Background: an optimization exercise with open tools, aiming at small area and few clock cycles. Do not read the settings as production practice. The RTL was checked by simulation tests, not by an equivalence proof against the original design. Power is estimated from default activity; no workload was simulated.

Design ubsp_top, start of the top module:
module ubsp_top (
  input  logic        clk,
  input  logic        rst_n,
  input  logic        in_valid,
  output logic        in_stall,
  input  logic [7:0]  in_byte,
  input  logic        in_eos,
  output logic        out_valid,
  input  logic        out_stall,
  output logic [2:0]  out_kind,
  output logic [7:0]  out_char,
  output logic [30:0] out_seq_length,
  output logic        out_qual_ok,
  output logic [3:0]  out_error_code,
  output logic        out_last
);
export LEC_CHECK = 0
export CAP_MARGIN = 20
export CORE_MARGIN = 2
export CORE_UTILIZATION = 60
export PLACE_DENSITY = 0.7
export SLEW_MARGIN = 20
create_clock -name core_clock -period 8.0 [get_ports {clk}]
standard.sh (not shown) runs the stock make flow with config.mk's settings and CLKGATE_MAP_FILE= SYNTH_SCRIPT=/design/flow/synth_recipe.tcl, a recipe that flattens the netlist after the stock synthesis.
==> flow/flow/run.sh <==
#!/bin/bash
# The standard layout (standard.sh), with three changes:
#  - synthesis maps the combinational logic with an area-oriented ABC script
#    (flow/abc.script in place of ORFS's abc_speed.script); the synthesis
#    script, registers and everything after synthesis are ORFS's own;
#  - the port buffers that placement puts on every input and output are
#    sky130_fd_sc_hd__buf_1;
#  - clock tree synthesis uses clkbuf_8 and no dummy loads.
# Each tool's output is in the logs under orfs/logs; make's own output is in
# standard_flow.log.
set -euo pipefail
here=$(pwd)
rm -rf "$here/scripts_abc"
cp -r "$FLOW_HOME/scripts" "$here/scripts_abc"
cp "$here/flow/abc.script" "$here/scripts_abc/abc_speed.script"
bash "$here/standard.sh" SCRIPTS_DIR="$here/scripts_abc" \
  "BUFFER_PORTS_ARGS=-buffer_cell sky130_fd_sc_hd__buf_1" \
  "CTS_ARGS=-sink_clustering_enable -repair_clock_nets -buf_list sky130_fd_sc_hd__clkbuf_8 -dont_use_dummy_load" \
  finish > "$here/standard_flow.log" 2>&1
==> flow/flow/abc.script <==
strash
ifraig
scorr
dc2
strash
&get -n
&deepsyn -T 150
&put
strash
&get -n
&dch -f
&nf -R 1000
&put
Testbench counts at the start, summed over its fixed seeds: cycles 365,892.
Change:
==> flow/flow/abc.script (replaced) <==
strash
ifraig
scorr
dc2
strash
&get -n
&deepsyn -T 60
&put
strash
&get -n
&dch -f
&nf -R 1000
&put
After rerunning: Die area is higher slightly. Non-clock buffer count is lower by 3. Power is higher by a few percent. First-iteration DRC count is higher by a few percent. Routed wire length is higher slightly.
Change:
--- a/flow/config.mk
+++ b/flow/config.mk
@@ -9,4 +9,4 @@
 export CORE_MARGIN = 2
-export CORE_UTILIZATION = 60
-export PLACE_DENSITY = 0.7
+export CORE_UTILIZATION = 50
+export PLACE_DENSITY = 0.65
 export SLEW_MARGIN = 20
The new run ran to the end with no violations; worst setup slack improved by 1.2 ns; combinational power rises by 8.9%; design area rises by 0.81%; power rises by 5.8%; count of clock-buffer cells in the layout stays the same.

---

Starting RTL as in the previous note.
// ubsp_top
module ubsp_top (
  input  logic        clk,
  input  logic        rst_n,
  input  logic        in_valid,
  output logic        in_stall,
  input  logic [7:0]  in_byte,
  input  logic        in_eos,
  output logic        out_valid,
  input  logic        out_stall,
  output logic [2:0]  out_kind,
  output logic [7:0]  out_char,
  output logic [30:0] out_seq_length,
  output logic        out_qual_ok,
  output logic [3:0]  out_error_code,
  output logic        out_last
);
export LEC_CHECK = 0
export CAP_MARGIN = 20
export CORE_MARGIN = 2
export CORE_UTILIZATION = 50
export PLACE_DENSITY = 0.65
export SLEW_MARGIN = 20
create_clock -name core_clock -period 8.0 [get_ports {clk}]
==> flow/flow/abc.script <==
strash
ifraig
scorr
dc2
strash
&get -n
&deepsyn -T 150
&put
strash
&get -n
&dch -f
&nf -R 1000
&put
Scripts as last shown in full above: flow/flow/run.sh
The baseline finished clean.
Testbench counts at the start, summed over its fixed seeds: cycles 365,892.
Then changed:
==> flow/flow/abc.script (replaced) <==
strash
ifraig
scorr
dc2
strash
&get -n
&deepsyn -T 300
&put
strash
&get -n
&dch -f
&nf -R 1000
&put
- CORE_UTILIZATION: 50 -> 60
- PLACE_DENSITY: 0.65 -> 0.7
Core utilization went up by 10 points.
Hold slack gets better by 0.027 ns.
Area after synthesis hardly moves.
Combinational power went up by 17%.
Register-to-register slack gets better by 0.72 ns.
Power went up by 9.0%.
Critical path depth stays the same.
Flip-flop and latch count does not change.
Global-route usage went up by 5.7 points.
Maximum frequency went up by 15%.

## afterwards: timing with drivers on the ports
Ports are ideal in the flow. The routed layouts listed here were re-timed in OpenROAD.
Step 1: set_driving_cell puts a clkbuf_16 on clk and a buf_2 on each other input, an assumption about the parent block.
Step 2, shift: input delay + t, output delay - t, t = (earliest + latest rising clock arrival at the registers) / 2. This alone moves slack from input paths to output paths.
a / b / c = ideal / step 1 / step 2; a / b = the first two.
| run | t (ns) | setup slack, ns | worst setup path at the end | clock arrival spread, ns | worst register clock-pin slew, ns |
|---|---|---|---|---|---|
| the first run of note 1 | 0.486 | 1.106 / 1.069 / 1.396 | register to register | 0.031 / 0.031 | 0.08 / 0.08 |
| the second run of note 1 | 0.493 | 1.174 / 1.174 / 1.131 | input to register | 0.033 / 0.033 | 0.08 / 0.08 |
| the third run of note 1 | 0.491 | 2.405 / 2.363 / 2.296 | input to register | 0.038 / 0.038 | 0.09 / 0.09 |
| the first run of note 2 | 0.483 | 1.162 / 1.122 / 1.489 | register to register | 0.027 / 0.027 | 0.08 / 0.08 |
| the second run of note 2 | 0.498 | 2.050 / 2.009 / 2.186 | input to output | 0.024 / 0.024 | 0.07 / 0.07 |
After both steps every run listed still meets setup and hold. The setup slack of the third run of note 1, which loses most, moves by -0.042 ns with the drivers and by -0.109 ns with both steps.
